This is an optimization exercise on Yosys and OpenROAD, whose aim is small area, a short achievable clock period and few clock cycles per item, not a production implementation.
Where RTL was checked, it was by simulation tests only, not by an equivalence proof against the original.
No driver is modelled on the clock port, so clocking that relies on it looks cheaper here than on a real chip.

==> harbor <==
Design pp_accumulator, start of the top module:
module pp_accumulator #(
   parameter int N = pp_pkg::N_DEF,
   parameter int K = pp_pkg::K_DEF
) (
   input  logic           clk,
   input  logic           rst,
   input  logic           in_valid,
   output logic           in_ready,
   input  logic [N*2*N-1:0] in_pp,
   output logic           out_valid,
   input  logic           out_ready,
   output logic [2*N-1:0] out_product
);
clock: 5.0 ns
lec_check: 0
cap_margin: 20
core_margin: 2
core_utilization: 60
hold_slack_margin: 0.1
place_density: 0.75
slew_margin: 20
standard.sh (not shown) runs the stock make flow with config.mk's settings and CLKGATE_MAP_FILE= SYNTH_SCRIPT=/design/flow/synth_recipe.tcl, a recipe that flattens the netlist after the stock synthesis.
==> flow/flow/run.sh <==
#!/bin/bash
# Own layout flow: the standard ORFS flow with these changes.
#  - Yosys's generic synth skips its early "abc -fast" pass (SYNTH_ARGS=-noabc) so the
#    3:2 counters of the adder tree reach extract_fa as written and map to full-adder
#    cells without polarity inverters between them. Registers are unchanged.
#  - Ports are buffered with sky130_fd_sc_hd__buf_1 instead of the default delay buffer.
#  - After clock tree synthesis, flow/skew.tcl delays the clock of the last stage's
#    registers (useful skew for the register-to-register paths into them).
# Each tool's full output is in flow_make.log and in ORFS's logs under orfs/logs/.
set -euo pipefail
here=$(pwd)
bash standard.sh SYNTH_ARGS=-noabc "BUFFER_PORTS_ARGS=-buffer_cell sky130_fd_sc_hd__buf_1" \
  "POST_CTS_TCL=$here/flow/skew.tcl" "SKEW_BUFS=sky130_fd_sc_hd__clkdlybuf4s50_1 sky130_fd_sc_hd__clkdlybuf4s25_1 sky130_fd_sc_hd__clkbuf_8" "SKEW_MIN_BIT=4" \
  finish > flow_make.log 2>&1
==> flow/flow/skew.tcl <==
# Sourced by ORFS's cts.tcl after clock tree synthesis (POST_CTS_TCL).
# Useful skew for the register-to-register paths of the last pipeline stage:
# the output register (out_product) and the skid register behind it get their
# clock later than the rest of the design, through SKEW_BUFS clock buffers in
# series in front of their clock pins on each clock-tree leaf net that reaches
# them. Bits below SKEW_MIN_BIT are left alone: their adder paths are short
# and would only need hold buffers. The output register's paths to the
# outputs get correspondingly less slack.
set skew_cells $::env(SKEW_BUFS)
set min_bit $::env(SKEW_MIN_BIT)
set groups [dict create]
foreach c [concat [get_cells out_product*] [get_cells -quiet skid*]] {
  if {![regexp {\[([0-9]+)\]} [get_full_name $c] -> bit] || $bit < $min_bit} { continue }
  set pin [get_pins -of_objects $c -filter "lib_pin_name==CLK"]
  set net [get_nets -of_objects $pin]
  dict lappend groups [get_full_name $net] $pin
}
set k 0
dict for {n pins} $groups {
  set net [get_nets $n]
  foreach cell $skew_cells {
    set newnet "skew_net_$k"
    insert_buffer -buffer_cell $cell -net $net -load_pins $pins -buffer_name "skew_buf_$k" -net_name $newnet
    set net [get_nets $newnet]
    incr k
  }
}
puts "skew: inserted $k clock buffers on [dict size $groups] leaf nets"
detailed_placement
check_placement -verbose
estimate_parasitics -placement
report_clock_skew
report_checks -path_delay max -group_path_count 1
==> raven: changes against harbor <==
--- a/flow/design.v
+++ b/flow/design.v
@@ -906,19 +906,16 @@
    logic s868;
    logic c869;
    logic s870;
    logic [127:0] s1_q;
    logic        v1, vs;
    logic [31:0] row_a, row_b, sum, skid;
-   logic        out_load;
-   logic        v1_n, vs_n, ov_n, room1, room2;
+   logic        take, out_load;
+   assign take     = out_valid && out_ready;
    assign out_load = !out_valid || out_ready;
-   assign in_ready = !rst && (room1 || (room2 && out_ready));
-   assign v1_n = in_valid && in_ready;
-   assign ov_n = out_load ? (vs || v1) : out_valid;
-   assign vs_n = out_load ? (vs && v1) : (vs || v1);
+   assign in_ready = !rst && ({1'b0, out_valid} + {1'b0, vs} + {1'b0, v1} <= 2'd1 + {1'b0, take});
    assign s1 = in_pp[0] ^ in_pp[32] ^ in_pp[64];
    assign c2 = (in_pp[0] & in_pp[32]) | (in_pp[0] & in_pp[64]) | (in_pp[32] & in_pp[64]);
    assign s3 = in_pp[96] ^ in_pp[128];
    assign c4 = in_pp[96] & in_pp[128];
    assign s5 = in_pp[1] ^ in_pp[33] ^ in_pp[65];
    assign c6 = (in_pp[1] & in_pp[33]) | (in_pp[1] & in_pp[65]) | (in_pp[33] & in_pp[65]);
@@ -1791,20 +1788,20 @@
    assign sum = row_a + row_b;
    always_ff @(posedge clk or posedge rst) begin
       if (rst) begin
          v1        <= 1'b0;
          vs        <= 1'b0;
          out_valid <= 1'b0;
-         room1     <= 1'b1;
-         room2     <= 1'b0;
       end else begin
-         v1        <= v1_n;
-         vs        <= vs_n;
-         out_valid <= ov_n;
-         room1     <= ({1'b0, ov_n} + {1'b0, vs_n} + {1'b0, v1_n}) <= 2'd1;
-         room2     <= ov_n && (vs_n ^ v1_n);
+         v1 <= in_valid && in_ready;
+         if (out_load) begin
+            out_valid <= vs || v1;
+            vs        <= vs && v1;
+         end else begin
+            vs        <= vs || v1;
+         end
       end
    end
    always_ff @(posedge clk) begin
       s1_q <= {c742, c740, s744, s743, c738, c736, s741, s739, c734, c732, s737, s735, c730, c728, s733, s731, c726, c724, s729, s727, c722, c720, s725, s723, c718, c716, s721, s719, c714, c712, s717, s715, c710, c708, s713, s711, c706, c704, s709, s707, c702, c700, s705, s703, c698, c696, s701, s699, c694, c692, s697, s695, c690, c688, s693, s691, c686, c684, s689, s687, c682, c680, s685, s683, c678, c676, s681, s679, c674, c672, s677, s675, c670, c668, s673, s671, c666, c664, s669, s667, c662, c660, s665, s663, c658, c656, s661, s659, c654, c652, s657, s655, c650, c648, s653, s651, c646, c644, s649, s647, c642, c640, s645, s643, c638, c636, s641, s639, c634, c632, s637, s635, c630, c628, s633, s631, c626, c624, s629, s627, c622, s625, s623, c437, s621, s436, s434, s190};
       if (out_load) out_product <= vs ? skid : sum;
       if (out_load || !vs) skid <= sum;
==> flow/flow/run.sh (replaced) <==
#!/bin/bash
# Own layout flow: the standard ORFS flow with these changes.
#  - Yosys's generic synth skips its early "abc -fast" pass (SYNTH_ARGS=-noabc) so the
#    3:2 counters of the adder tree reach extract_fa as written and map to full-adder
#    cells without polarity inverters between them. Registers are unchanged.
#  - Ports are buffered with sky130_fd_sc_hd__buf_1 instead of the default delay buffer.
#  - After clock tree synthesis, flow/skew.tcl delays the output register's clock
#    (useful skew for the register-to-register paths into it).
set -euo pipefail
here=$(pwd)
bash standard.sh SYNTH_ARGS=-noabc "BUFFER_PORTS_ARGS=-buffer_cell sky130_fd_sc_hd__buf_1" \
  "POST_CTS_TCL=$here/flow/skew.tcl" "SKEW_BUFS=sky130_fd_sc_hd__clkdlybuf4s25_1 sky130_fd_sc_hd__clkbuf_8" \
  finish > flow_make.log 2>&1
==> flow/flow/skew.tcl (replaced) <==
# Sourced by ORFS's cts.tcl after clock tree synthesis (POST_CTS_TCL).
# Gives the output register (out_product, and the skid register behind it) a later clock than the rest of the
# design, by SKEW_BUFS clock buffers in series in front of its clock pins on
# each clock-tree leaf net that reaches it. This only helps the paths between
# the pipeline register and the output register; the output register's paths
# to the outputs get correspondingly less slack.
set skew_cells [expr {[info exists ::env(SKEW_BUFS)] ? $::env(SKEW_BUFS) : "sky130_fd_sc_hd__clkbuf_2"}]
set groups [dict create]
foreach c [concat [get_cells out_product*] [get_cells -quiet skid*]] {
  set pin [get_pins -of_objects $c -filter "lib_pin_name==CLK"]
  set net [get_nets -of_objects $pin]
  dict lappend groups [get_full_name $net] $pin
}
set k 0
dict for {n pins} $groups {
  set net [get_nets $n]
  foreach cell $skew_cells {
    set newnet "skew_net_$k"
    insert_buffer -buffer_cell $cell -net $net -load_pins $pins -buffer_name "skew_buf_$k" -net_name $newnet
    set net [get_nets $newnet]
    incr k
  }
}
puts "skew: inserted $k clock buffers on [dict size $groups] leaf nets"
detailed_placement
check_placement -verbose
estimate_parasitics -placement
report_clock_skew
report_checks -path_delay max -group_path_count 1
- HOLD_SLACK_MARGIN: 0.1 -> default
==> amber: changes against harbor <==
- HOLD_SLACK_MARGIN: 0.1 -> default
- SETUP_SLACK_MARGIN: default -> 2.4
==> notes <==
- amber completed and failed the layout checks on hold timing. harbor completed without violations. raven went through all stages and came out clean.
- Clock skew: raven < harbor < amber.
- Routed wire length: amber > raven > harbor.
- Register-to-register slack: harbor is higher than raven (490 ps).
- Between harbor and amber, the lower worst setup slack is in amber (gap 78 ps).
Testbench counts of harbor, summed over its fixed seeds: cycles 1,616, items 1,600.
Testbench counts of amber, summed over its fixed seeds: cycles 1,616, items 1,600.
For raven, only the layout was checked, not whether the RTL still works.

-- afterwards: timing with drivers on the ports --
No port has a modelled driver above. Below, the same layouts with a new extraction and two added sets of constraints.
Step 1: set_driving_cell puts a clkbuf_16 on clk and a buf_2 on each other input, an assumption about the parent block.
Step 2, shift: input delay + t, output delay - t, t = (earliest + latest rising clock arrival at the registers) / 2. This alone moves slack from input paths to output paths.
Three values: no drivers, after step 1, after step 2; two values: the first two.
run | shift t [ns] | slack for setup (ns) | hold WS [ns] | latest minus earliest clock arrival (ns)
harbor | 0.930 | 2.073 / 2.046 / 1.223 | 0.116 / 0.116 / 0.116 | 0.945 / 0.946
raven | 0.675 | 1.571 / 1.524 / 1.467 | 0.235 / 0.235 / 0.235 | 0.444 / 0.445
amber | 0.922 | 1.995 / 1.953 / 1.246 | -0.050 / -0.050 / -0.050 | 0.951 / 0.951
In every run listed the clock reaches the registers at very different times; t lies between them, and the last value is a rough guide only. The setup slack of harbor, which loses most, moves by -0.027 ns with the drivers and by -0.850 ns with both steps.
